Context: an optimization exercise on an open-source flow, tuned for small area, a short achievable clock period and few clock cycles per item. The choices shown serve that exercise and are no tape-out recipe. Where RTL was checked, it was by simulation tests only, not by an equivalence proof against the original.

==> inputs of run B <==
// pan_tilt_pd_tracker
module pan_tilt_pd_tracker (
	input  logic                                    clk,
	input  logic                                    arst_n,
	input  logic                                    cfg_we,
	input  logic [ptpd_pkg::CFG_IDX_BITS-1:0]       cfg_index,
	input  logic [ptpd_pkg::CFG_DATA_BITS-1:0]      cfg_data,
	input  logic                                    in_valid,
	output logic                                    in_ready,
	input  logic signed [ptpd_pkg::ERROR_BITS-1:0]  pan_pixel_error,
	input  logic signed [ptpd_pkg::ERROR_BITS-1:0]  tilt_pixel_error,
	input  logic                                    target_seen,
	input  logic [ptpd_pkg::AGE_BITS-1:0]           link_age_ms,
	input  logic                                    stop_press,
	output logic                                    out_valid,
	input  logic                                    out_ready,
	output logic [ptpd_pkg::PULSE_BITS-1:0]         pan_pulse_us,
	output logic [ptpd_pkg::PULSE_BITS-1:0]         tilt_pulse_us,
	output logic                                    tracking_active,
	output logic                                    drive_enabled
);
clock: 11.0 ns
lec_check: 0
cap_margin: 20
core_margin: 2
core_utilization: 70
cts_buf_list: sky130_fd_sc_hd__clkbuf_4 sky130_fd_sc_hd__clkbuf_8
cts_cluster_size: 30
slew_margin: 20
setup_slack_margin: 6.6
standard.sh (not shown) runs the stock make flow with config.mk's settings and CLKGATE_MAP_FILE= SYNTH_SCRIPT=/design/flow/synth_recipe.tcl, a recipe that flattens the netlist after the stock synthesis.
==> flow/flow/run.sh <==
#!/bin/bash
set -euo pipefail
MARGIN=6.6
sed -i '/SETUP_SLACK_MARGIN/d' config.mk
echo "export SETUP_SLACK_MARGIN = ${MARGIN}" >> config.mk
bash standard.sh synth > synth.log 2>&1
R=orfs/results/${FLOW_PLATFORM}/pan_tilt_pd_tracker/base
cp $R/1_2_yosys.v yosys_netlist_orig.v
python3 flow/fapol.py yosys_netlist_orig.v $R/1_2_yosys.v > fapol.log 2>&1
rm -f $R/1_synth.odb $R/1_synth.sdc
bash standard.sh > standard.log 2>&1
Other scripts of this flow, unchanged in this note and not shown: flow/flow/fapol.py
==> inputs of run R, as changes to run B <==
--- a/flow/design.v
+++ b/flow/design.v
@@ -25,11 +25,11 @@
 	input  logic                                    clk,
 	input  logic                                    arst_n,
 	input  logic                                    acc,
 	input  logic                                    en,
 	input  logic                                    track_now,
-	input  logic                                    track_s1,
+	input  logic                                    track_s0,
 	input  logic                                    halt_now,
 	input  logic                                    upd,
 	input  logic signed [ptpd_pkg::ERROR_BITS-1:0]  err,
 	input  logic [ptpd_pkg::GAIN_BITS:0]            gain_pd,
 	input  logic [ptpd_pkg::GAIN_BITS-1:0]          gain_d,
@@ -123,12 +123,12 @@
 		.e_one (e_one_q),
 		.e_two (e_two_q),
 		.p_neg (p_neg_q),
 		.p_one (p_one_q),
 		.p_two (p_two_q),
-		.gpd   (gain_pd),
-		.gd    (gain_d),
+		.gpd   (gain_pd & {(ptpd_pkg::GAIN_BITS+1){track_s0}}),
+		.gd    (gain_d & {ptpd_pkg::GAIN_BITS{track_s0}}),
 		.xs    (x_now),
 		.ys    (y_now),
 		.c     (c_now)
 	);
 	always_ff @(posedge clk) begin
@@ -153,15 +153,15 @@
 	logic [SB-1:0] s_hi;
 	logic          below;
 	logic          above;
 	logic [AB-1:0] a_new;
 	assign a_ext   = SB'(angle_q);
-	assign x_ext   = SB'(track_s1 ? x1_q : TB'(1) << (TB - 1));
-	assign y_ext   = SB'(y1_q & {TB{track_s1}});
+	assign x_ext   = SB'(x1_q);
+	assign y_ext   = SB'(y1_q);
 	assign p2      = a_ext ^ x_ext ^ y_ext;
 	assign q2      = ((a_ext & x_ext) | (a_ext & y_ext) | (x_ext & y_ext)) << 1;
-	assign c_ext   = SB'(c1_q && track_s1);
+	assign c_ext   = SB'(c1_q);
 	assign nlo_ext = ~{3'b000, angle_floor, {FB{1'b0}}} + NBIAS + SB'(1);
 	assign nhi_ext = ~{3'b000, angle_ceiling, {FB{1'b0}}} + NBIAS;
 	assign s       = c_ext + p2 + q2 + NBIAS;
 	assign s_lo    = nlo_ext + p2 + q2 + c_ext;
 	assign s_hi    = nhi_ext + q2 + p2 + c_ext;
@@ -230,11 +230,11 @@
 	input  logic [ptpd_pkg::PULSE_BITS-1:0]   tilt_new,
 	output logic                              acc,
 	output logic                              en,
 	output logic                              halt_now,
 	output logic                              track_now,
-	output logic                              track_s1,
+	output logic                              track_s0,
 	output logic                              upd,
 	output logic [ptpd_pkg::PULSE_BITS-1:0]   pan_pulse_us,
 	output logic [ptpd_pkg::PULSE_BITS-1:0]   tilt_pulse_us,
 	output logic                              tracking_active,
 	output logic                              drive_enabled
@@ -255,11 +255,11 @@
 	assign acc       = in_valid && in_ready_q;
 	assign hs        = out_v_q && out_ready;
 	assign en        = !sk_v_q;
 	assign halt_now  = halt_q || stop_press;
 	assign track_now = !halt_now && track_ok;
-	assign track_s1  = trk1_q;
+	assign track_s0  = trk0_q;
 	assign upd       = en && v1_q && !hlt1_q;
 	always_ff @(posedge clk or negedge arst_n) begin
 		if (!arst_n) begin
 			halt_q <= 1'b0;
 		end else if (acc) begin
@@ -1467,11 +1467,11 @@
 				3'd6: ceiling_q     <= cfg_data[ptpd_pkg::DEG_BITS-1:0];
 				default: ;
 			endcase
 		end
 	end
-	logic acc, en, halt_now, track_now, track_s1, upd, track_ok;
+	logic acc, en, halt_now, track_now, track_s0, upd, track_ok;
 	logic [ptpd_pkg::PULSE_BITS-1:0] pan_new, tilt_new;
 	assign track_ok = target_seen && (link_age_ms <= timeout_q);
 	ptpd_ctrl u_ctrl (
 		.clk             (clk),
 		.arst_n          (arst_n),
@@ -1485,11 +1485,11 @@
 		.tilt_new        (tilt_new),
 		.acc             (acc),
 		.en              (en),
 		.halt_now        (halt_now),
 		.track_now       (track_now),
-		.track_s1        (track_s1),
+		.track_s0        (track_s0),
 		.upd             (upd),
 		.pan_pulse_us    (pan_pulse_us),
 		.tilt_pulse_us   (tilt_pulse_us),
 		.tracking_active (tracking_active),
 		.drive_enabled   (drive_enabled)
@@ -1498,11 +1498,11 @@
 		.clk           (clk),
 		.arst_n        (arst_n),
 		.acc           (acc),
 		.en            (en),
 		.track_now     (track_now),
-		.track_s1      (track_s1),
+		.track_s0      (track_s0),
 		.halt_now      (halt_now),
 		.upd           (upd),
 		.err           (pan_pixel_error),
 		.gain_pd       (gain_pd_pan_q),
 		.gain_d        (gain_d_pan_q),
@@ -1514,11 +1514,11 @@
 		.clk           (clk),
 		.arst_n        (arst_n),
 		.acc           (acc),
 		.en            (en),
 		.track_now     (track_now),
-		.track_s1      (track_s1),
+		.track_s0      (track_s0),
 		.halt_now      (halt_now),
 		.upd           (upd),
 		.err           (tilt_pixel_error),
 		.gain_pd       (gain_pd_tilt_q),
 		.gain_d        (gain_d_tilt_q),
==> run notes <==
metric                                                                      run R           run B
Status                                                             finished clean  finished clean
Routed wire length on met2                                                61.2 mm         59.4 mm
Multi-input logic portion of the cell area                                  0.604           0.601
Drt wl/cell                                                               20.9 um         20.7 um
Core region area                                                       78600 um^2      76200 um^2
Setup slack on the worst flop-to-flop path                                6100 ps         5940 ps
Initial drt markers                                                          3061            3180
DR vias                                                                     38068           36988
Maximum number of pins on one net before global-route repair                  172             139
Count of cells resized by post-cts repair                                      65              36
Overall die area                                                       81200 um^2      79500 um^2
Insertion delay to the later sink of the worst-skew pair                   730 ps          740 ps
Utilization of the core after routing                                       0.769           0.775
Crit path buf inv count                                                         4               2
Met3 global-route usage                                                    0.0698          0.0713
Placed standard-cell area                                              56700 um^2      55600 um^2
Capture endpoint of the worst hold path                             u_ctrl.trk3_q   u_ctrl.trk4_q
Vias in the first global route                                              39082           37792
Maximum clock frequency                                                   204 MHz         198 MHz
Seq. cell area                                                         15700 um^2      15700 um^2
Number of antenna violations at the first check in global routing               1               3
Standard-cell rows                                                            103             101
No run of this note included a check of the RTL's function; only the layout flow was run.

==> inputs of wip/indigo <==
pan_tilt_pd_tracker, a different RTL version from the one above (not shown whole).
clock: 11.0 ns
lec_check: 0
cap_margin: 20
core_margin: 2
core_utilization: 70
cts_buf_list: sky130_fd_sc_hd__clkbuf_4 sky130_fd_sc_hd__clkbuf_8
cts_cluster_size: 30
slew_margin: 20
setup_slack_margin: 6.8
==> flow/flow/run.sh <==
#!/bin/bash
set -euo pipefail
MARGIN=6.8
sed -i '/SETUP_SLACK_MARGIN/d' config.mk
echo "export SETUP_SLACK_MARGIN = ${MARGIN}" >> config.mk
bash standard.sh synth > synth.log 2>&1
R=orfs/results/${FLOW_PLATFORM}/pan_tilt_pd_tracker/base
cp $R/1_2_yosys.v yosys_netlist_orig.v
python3 flow/fapol.py yosys_netlist_orig.v $R/1_2_yosys.v > fapol.log 2>&1
rm -f $R/1_synth.odb $R/1_synth.sdc
bash standard.sh > standard.log 2>&1
==> flow/flow/fapol.py <==
#!/usr/bin/env python3
"""Remove inverters around full adders in a Yosys netlist.

A full adder is self-dual: FA(~a, ~b, ~c) = (~cout, ~sum). Where an adder's
inputs mostly come through inverters, or its outputs mostly feed
inverters, the adder is turned to work on the other polarity, which drops
those inverters. Only combinational cells change; registers, ports and
every other cell are left as they are.

usage: fapol.py IN.v OUT.v
"""
import re
import sys
from collections import defaultdict

FA = "sky130_fd_sc_hd__fa_1"
INV_TYPES = re.compile(r"^sky130_fd_sc_hd__(inv|clkinv)_\d+$")
NEW_INV = "sky130_fd_sc_hd__inv_1"

src = open(sys.argv[1]).read()
m = re.search(r"^module\s.*?;\n", src, re.S | re.M)
head_end = m.end()
end = src.rindex("endmodule")
body = src[head_end:end]

cell_re = re.compile(r"^\s*(sky130_fd_sc_hd__\w+)\s+(\S+)\s*\((.*?)\);\s*$", re.S | re.M)
pin_re = re.compile(r"\.(\w+)\(\s*(.*?)\s*\)\s*(?:,|$)", re.S)

decls = []
cells = {}
order = []
pos = 0
other = []
for cm in cell_re.finditer(body):
    other.append(body[pos:cm.start()])
    pos = cm.end()
    typ, name, pins = cm.group(1), cm.group(2), cm.group(3)
    pm = {}
    for p, n in pin_re.findall(pins):
        pm[p] = " ".join(n.split())
    cells[name] = [typ, pm]
    order.append(name)
other.append(body[pos:])
rest = "".join(other)
# anything but cells (wire/input/output declarations, assigns) is kept as is
if re.search(r"\bassign\b", rest):
    ext_assign = set(" ".join(x.split()) for x in re.findall(r"[\\\w][^=;,{}]*", " ".join(re.findall(r"assign\s+(.*?);", rest, re.S))))
else:
    ext_assign = set()

OUTS = {"X", "Y", "Q", "Q_N", "SUM", "COUT", "HI", "LO"}


def is_out(typ, p):
    return p in OUTS


drv = {}
loads = defaultdict(set)
for name, (typ, pm) in cells.items():
    for p, n in pm.items():
        if is_out(typ, p):
            drv[n] = (name, p)
        else:
            loads[n].add((name, p))

# nets seen by the outside: ports and names in assigns
ports = set()
for d in re.findall(r"^\s*(?:input|output|inout)\s+(?:\[[^\]]*\]\s*)?(.*?);", src, re.M):
    ports.add(" ".join(d.split()))


def external(n):
    base = n.split(" [")[0].strip()
    return n in ports or base in ports or n in ext_assign or base in ext_assign or "'" in n


nid = [0]


def new_net():
    nid[0] += 1
    return f"_fapol{nid[0]}_"


new_wires = []


def is_inv(name):
    return name in cells and INV_TYPES.match(cells[name][0]) is not None


def inv_src(n):
    d = drv.get(n)
    if d and is_inv(d[0]):
        return cells[d[0]][1]["A"]
    return None


def inv_of(n):
    """An existing inverter output for net n, if any."""
    for (c, p) in loads.get(n, ()):
        if is_inv(c) and p == "A":
            return cells[c][1]["Y"]
    return None


def gain(fa):
    typ, pm = cells[fa]
    g = 0
    for p in ("A", "B", "CIN"):
        n = pm[p]
        s = inv_src(n)
        if s is not None:
            if len(loads[n]) == 1 and not external(n):
                g += 1
        elif inv_of(n) is None:
            g -= 1
    for p in ("COUT", "SUM"):
        n = pm[p]
        ls = loads.get(n, set())
        invs = [c for (c, q) in ls if is_inv(c)]
        others = [x for x in ls if not is_inv(x[0])]
        g += len(invs)
        if others or external(n):
            g -= 1
    return g


def set_pin(c, p, n):
    old = cells[c][1][p]
    loads[old].discard((c, p))
    cells[c][1][p] = n
    loads[n].add((c, p))


def remove_cell(c):
    typ, pm = cells.pop(c)
    for p, n in pm.items():
        if is_out(typ, p):
            drv.pop(n, None)
        else:
            loads[n].discard((c, p))


def add_inv(a, y):
    name = f"_fapolc{nid[0]}_"
    nid[0] += 1
    cells[name] = [NEW_INV, {"A": a, "Y": y}]
    order.append(name)
    drv[y] = (name, "Y")
    loads[a].add((name, "A"))


def flip(fa):
    typ, pm = cells[fa]
    for p in ("A", "B", "CIN"):
        n = pm[p]
        s = inv_src(n)
        if s is not None:
            set_pin(fa, p, s)
            if not loads[n] and not external(n):
                remove_cell(drv[n][0])
        else:
            z = inv_of(n)
            if z is None:
                z = new_net()
                new_wires.append(z)
                add_inv(n, z)
            set_pin(fa, p, z)
    for p in ("COUT", "SUM"):
        n = pm[p]
        nn = new_net()
        new_wires.append(nn)
        drv.pop(n, None)
        cells[fa][1][p] = nn
        drv[nn] = (fa, p)
        ls = list(loads.get(n, set()))
        for (c, q) in ls:
            if c in cells and is_inv(c):
                y = cells[c][1]["Y"]
                if external(y):
                    # keep the net name: drive it from a buffer-free rename is
                    # not possible, so leave this inverter as a double one
                    continue
                for (c2, q2) in list(loads.get(y, set())):
                    set_pin(c2, q2, nn)
                remove_cell(c)
        rest_loads = [x for x in loads.get(n, set())]
        if rest_loads or external(n):
            add_inv(nn, n)


changed = True
flips = 0
while changed:
    changed = False
    for fa in [c for c in order if c in cells and cells[c][0] == FA]:
        if gain(fa) > 0:
            flip(fa)
            flips += 1
            changed = True

out = [src[:head_end]]
out.append(rest.rstrip("\n") + "\n" if False else "")
# keep declarations, add new wires, then cells
decl_text = rest
out.append(decl_text.rstrip() + "\n")
for w in new_wires:
    out.append(f"  wire {w};\n")
for c in order:
    if c not in cells:
        continue
    typ, pm = cells[c]
    pins = ",\n".join(f"    .{p}({n} )" if n.startswith("\\") else f"    .{p}({n})" for p, n in pm.items())
    out.append(f"  {typ} {c} (\n{pins}\n  );\n")
out.append(src[end:])
open(sys.argv[2], "w").write("".join(out))
ninv = sum(1 for c in cells if is_inv(c))
sys.stderr.write(f"fapol: {flips} adders turned, {ninv} inverters left\n")
==> inputs of wip/delta, as changes to wip/indigo <==
==> flow/flow/run.sh (replaced) <==
#!/bin/bash
set -euo pipefail
MARGIN=6.8
sed -i '/SETUP_SLACK_MARGIN/d' config.mk
echo "export SETUP_SLACK_MARGIN = ${MARGIN}" >> config.mk
bash standard.sh > standard.log 2>&1
Settings changed: CORE_UTILIZATION 70 to 60, CTS_BUF_LIST sky130_fd_sc_hd__clkbuf_4 sky130_fd_sc_hd__clkbuf_8 to not set, CTS_CLUSTER_SIZE 30 to not set.
removed: flow/flow/fapol.py
==> inputs of wip/pepper, as changes to wip/indigo <==
--- a/flow/design.v
+++ b/flow/design.v
@@ -61,22 +61,24 @@
 	logic [ND-1:0]   p_neg_q, p_one_q, p_two_q;
 	logic [TB-1:0]   x1_q;
 	logic [TB-1:0]   y1_q;
 	logic            c1_q;
 	logic [AB-1:0]   angle_q;
-	logic [12:0]     xv3_q, yv3_q;
+	logic [3:0]      vl3_q;
+	logic [8:0]      xv3_q, yv3_q;
 	logic            cv3_q;
 	logic [DB-1:0]   deg3_q;
 	logic [11:0]     xp4_q, yp4_q;
 	logic            cp4_q;
 	logic            sat;
 	logic [ND-1:0]   e_neg, e_one, e_two;
 	logic [ND-1:0]   p_neg, p_one, p_two;
 	logic [TB-1:0]   x_now;
 	logic [TB-1:0]   y_now;
 	logic            c_now;
-	logic [12:0]     xv_now, yv_now;
+	logic [3:0]      vl_now;
+	logic [8:0]      xv_now, yv_now;
 	logic            cv_now;
 	logic [12:0]     v4;
 	logic [11:0]     xp_now, yp_now;
 	logic            cp_now;
 	assign sat = NEG && (err == {1'b1, {(EB-1){1'b0}}});
@@ -187,23 +189,25 @@
 		end
 	end
 	ptpd_conv1 u_conv1 (
 		.dg (angle_q[AB-1:FB]),
 		.fr (angle_q[FB-1:0]),
+		.s  (vl_now),
 		.xs (xv_now),
 		.ys (yv_now),
 		.c  (cv_now)
 	);
 	always_ff @(posedge clk) begin
 		if (en) begin
+			vl3_q  <= vl_now;
 			xv3_q  <= xv_now;
 			yv3_q  <= yv_now;
 			cv3_q  <= cv_now;
 			deg3_q <= angle_q[AB-1:FB];
 		end
 	end
-	assign v4 = xv3_q + yv3_q + 13'(cv3_q);
+	assign v4 = {xv3_q + yv3_q + 9'(cv3_q), vl3_q};
 	ptpd_conv2 u_conv2 (
 		.v  (v4),
 		.dg (deg3_q),
 		.xs (xp_now),
 		.ys (yp_now),
@@ -969,17 +973,18 @@
 	assign ys = ty[29:8];
 endmodule
 module ptpd_conv1 (
 	input  logic [7:0] dg,
 	input  logic [15:0] fr,
-	output logic [12:0] xs,
-	output logic [12:0] ys,
+	output logic [3:0] s,
+	output logic [8:0] xs,
+	output logic [8:0] ys,
 	output logic c
 );
 	logic w0, w1, w2, w3, w4, w5, w6, w7, w8, w9, w10, w11, w12, w13, w14, w15, w16, w17, w18, w19, w20, w21, w22, w23, w24, w25, w26, w27, w28, w29, w30, w31, w32, w33, w34, w35, w36, w37, w38, w39, w40, w41, w42, w43, w44, w45, w46, w47, w48, w49, w50, w51, w52, w53, w54, w55, w56, w57, w58, w59, w60, w61, w62, w63, w64, w65, w66, w67, w68, w69, w70, w71, w72, w73, w74, w75, w76, w77, w78, w79, w80, w81, w82, w83, w84, w85, w86, w87, w88, w89, w90, w91, w92, w93, w94, w95, w96, w97, w98, w99, w100, w101, w102, w103, w104, w105, w106, w107, w108, w109, w110, w111, w112, w113, w114, w115, w116, w117, w118, w119, w120, w121, w122, w123, w124, w125, w126, w127, w128, w129, w130, w131, w132, w133, w134, w135, w136, w137, w138, w139, w140, w141, w142, w143, w144, w145, w146, w147, w148, w149, w150, w151, w152, w153, w154, w155, w156, w157, w158, w159, w160, w161, w162, w163, w164, w165, w166, w167, w168, w169, w170, w171, w172, w173, w174, w175, w176, w177, w178, w179, w180, w181, w182, w183, w184, w185, w186, w187, w188, w189, w190, w191, w192, w193, w194, w195, w196, w197, w198, w199, w200, w201, w202, w203, w204, w205, w206, w207, w208, w209, w210, w211, w212, w213, w214, w215, w216, w217, w218, w219, w220, w221, w222, w223, w224, w225, w226, w227, w228, w229, w230, w231, w232, w233, w234, w235, w236, w237, w238, w239, w240, w241, w242, w243, w244, w245, w246, w247, w248, w249, w250, w251, w252, w253, w254, w255, w256, w257, w258, w259, w260, w261, w262, w263, w264, w265, w266, w267, w268, w269, w270, w271, w272, w273, w274, w275, w276, w277, w278, w279, w280, w281, w282, w283, w284, w285, w286, w287, w288, w289, w290, w291, w292, w293, w294, w295, w296, w297, w298, w299;
 	logic [31:0] tx, ty;
-	logic [19:0] tl;
+	logic [23:0] tl;
 	assign w0 = ~dg[0];
 	assign w1 = ~dg[1];
 	assign w2 = ~dg[2];
 	assign w3 = ~dg[3];
 	assign w4 = ~dg[4];
@@ -1278,14 +1283,15 @@
 	assign w297 = (w247 & dg[6]) | (w247 & fr[15]) | (dg[6] & fr[15]);
 	assign w298 = dg[7] ^ 1'b1;
 	assign w299 = dg[7] & 1'b1;
 	assign tx = {w299, w297, w295, w293, w291, w289, w287, w285, w283, w281, w279, w277, w275, w273, w271, w269, w267, w265, w263, w261, w259, w257, w255, w253, w251, w249, w248, w20, w19, w18, w17, w16};
 	assign ty = {1'b1, w298, w296, w294, w292, w290, w288, w286, w284, w282, w280, w278, w276, w274, w272, w270, w268, w266, w264, w262, w260, w258, w256, w254, w252, w250, 1'b1, fr[1], fr[0], 1'b0, 1'b0, 1'b1};
-	assign tl = {1'b0, tx[18:0]} + {1'b0, ty[18:0]};
-	assign c  = tl[19];
-	assign xs = tx[31:19];
-	assign ys = ty[31:19];
+	assign tl = {1'b0, tx[22:0]} + {1'b0, ty[22:0]};
+	assign s  = tl[22:19];
+	assign c  = tl[23];
+	assign xs = tx[31:23];
+	assign ys = ty[31:23];
 endmodule
 module ptpd_conv2 (
 	input  logic [12:0] v,
 	input  logic [7:0] dg,
 	output logic [11:0] xs,
--- a/flow/flow/run.sh
+++ b/flow/flow/run.sh
@@ -1,8 +1,8 @@
 #!/bin/bash
 set -euo pipefail
-MARGIN=6.8
+MARGIN=6.6
 sed -i '/SETUP_SLACK_MARGIN/d' config.mk
 echo "export SETUP_SLACK_MARGIN = ${MARGIN}" >> config.mk
 bash standard.sh synth > synth.log 2>&1
 R=orfs/results/${FLOW_PLATFORM}/pan_tilt_pd_tracker/base
 cp $R/1_2_yosys.v yosys_netlist_orig.v
--- a/flow/flow/fapol.py
+++ b/flow/flow/fapol.py
@@ -199,10 +199,54 @@
         if gain(fa) > 0:
             flip(fa)
             flips += 1
             changed = True
 
+# half adders with an output nobody reads become a single gate; a carry
+# read only through inverters becomes a nand
+HA = "sky130_fd_sc_hd__ha_1"
+trims = 0
+for c in [x for x in order if x in cells and cells[x][0] == HA]:
+    pm = cells[c][1]
+    s_n, c_n = pm["SUM"], pm["COUT"]
+    s_used = bool(loads.get(s_n)) or external(s_n)
+    c_used = bool(loads.get(c_n)) or external(c_n)
+    a, b = pm["A"], pm["B"]
+    if not s_used:
+        ls = list(loads.get(c_n, set()))
+        if c_used and not external(c_n) and all(is_inv(x) for (x, q) in ls):
+            ys = [cells[x][1]["Y"] for (x, q) in ls]
+            if any(external(y) for y in ys[1:]):
+                continue
+            remove_cell(c)
+            y0 = ys[0]
+            for (x, q) in ls:
+                y = cells[x][1]["Y"]
+                remove_cell(x)
+                if y != y0:
+                    for (c2, q2) in list(loads.get(y, set())):
+                        set_pin(c2, q2, y0)
+            cells[c] = ["sky130_fd_sc_hd__nand2_1", {"A": a, "B": b, "Y": y0}]
+            loads[a].add((c, "A"))
+            loads[b].add((c, "B"))
+            drv[y0] = (c, "Y")
+            trims += 1
+        elif c_used:
+            remove_cell(c)
+            cells[c] = ["sky130_fd_sc_hd__and2_0", {"A": a, "B": b, "X": c_n}]
+            loads[a].add((c, "A"))
+            loads[b].add((c, "B"))
+            drv[c_n] = (c, "X")
+            trims += 1
+    elif not c_used:
+        remove_cell(c)
+        cells[c] = ["sky130_fd_sc_hd__xor2_1", {"A": a, "B": b, "X": s_n}]
+        loads[a].add((c, "A"))
+        loads[b].add((c, "B"))
+        drv[s_n] = (c, "X")
+        trims += 1
+
 out = [src[:head_end]]
 out.append(rest.rstrip("\n") + "\n" if False else "")
 # keep declarations, add new wires, then cells
 decl_text = rest
 out.append(decl_text.rstrip() + "\n")
@@ -215,6 +259,6 @@
     pins = ",\n".join(f"    .{p}({n} )" if n.startswith("\\") else f"    .{p}({n})" for p, n in pm.items())
     out.append(f"  {typ} {c} (\n{pins}\n  );\n")
 out.append(src[end:])
 open(sys.argv[2], "w").write("".join(out))
 ninv = sum(1 for c in cells if is_inv(c))
-sys.stderr.write(f"fapol: {flips} adders turned, {ninv} inverters left\n")
+sys.stderr.write(f"fapol: {flips} adders turned, {trims} half adders trimmed, {ninv} inverters left\n")
Settings changed: SETUP_SLACK_MARGIN 6.8 to 6.6.
==> comparison table <==
| item | wip/pepper | wip/indigo | wip/delta |
|---|---|---|---|
| Vias post-DR | 35311 | 36507 | 37014 |
| M1 WL | 51300 µm | 52900 µm | 58700 µm |
| Area grow syn2layout | 9.64% | 10.9% | 12.3% |
| Setup repair bufs after CTS | 58 | 74 | 97 |
| Post-cts resize count | 60 | 55 | 104 |
| Chip width | 276 µm | 279 µm | 305 µm |
| Starting density of the core | 70.9% | 71.0% | 60.5% |
| Number of non-clock buffers in the layout | 232 | 275 | 344 |
| Buffer type at the clock tree root | sky130_fd_sc_hd__clkbuf_8 | sky130_fd_sc_hd__clkbuf_8 | sky130_fd_sc_hd__clkbuf_16 |
| Number of optimization iterations in the first detailed-route pass | 22 | 6 | 8 |
| Post-Synthesis Net Count | 5810 | 5966 | 6295 |
| Clock skew | 40.7 ps | 40.5 ps | 30.3 ps |
| Status | no timing/DRC/antenna violations | no timing/DRC/antenna violations | no timing/DRC/antenna violations |
| Final-layout fill cell count | 4849 | 4853 | 7018 |
Testbench counts of wip/indigo, summed over its fixed seeds: cycles 3,248, items 3,200.
Testbench counts of wip/delta, summed over its fixed seeds: cycles 3,248, items 3,200.
Testbench counts of wip/pepper, summed over its fixed seeds: cycles 3,248, items 3,200.

==> re-timing with driven ports <==
The flow's constraints put no driver on any port. The routed layouts listed below were extracted and timed again, unchanged, in two steps. Step 1 (the two cells are an assumption about what drives the block):
set clk [get_ports {clk}]
set_driving_cell -lib_cell sky130_fd_sc_hd__clkbuf_16 $clk
set_driving_cell -lib_cell sky130_fd_sc_hd__buf_2 [delete_from_list [all_inputs] $clk]
Step 2, shift: input delay + t, output delay - t, t = (earliest + latest rising clock arrival at the registers) / 2. This alone moves slack from input paths to output paths. Slacks: ideal / step 1 / step 2; pairs: ideal / step 1.
run | t (ns) | setup slack, ns | worst setup path after step 2 | clock arrival spread, ns | pins driven straight from the clock port
run B | 0.784 | 5.943 / 5.943 / 5.943 | register to register | 0.048 / 0.048 | 1
run R | 0.770 | 6.100 / 6.100 / 6.100 | register to register | 0.052 / 0.051 | 1
wip/indigo | 0.762 | 6.461 / 6.461 / 6.153 | input to register | 0.040 / 0.041 | 1
wip/delta | 0.727 | 6.540 / 6.540 / 6.219 | input to register | 0.031 / 0.030 | 1
wip/pepper | 0.776 | 6.568 / 6.568 / 5.968 | input to register | 0.043 / 0.043 | 1
After both steps setup and hold are still met in every run listed. The setup slack of wip/pepper, which loses most, moves by 0.000 ns with the drivers and by -0.600 ns with both steps.
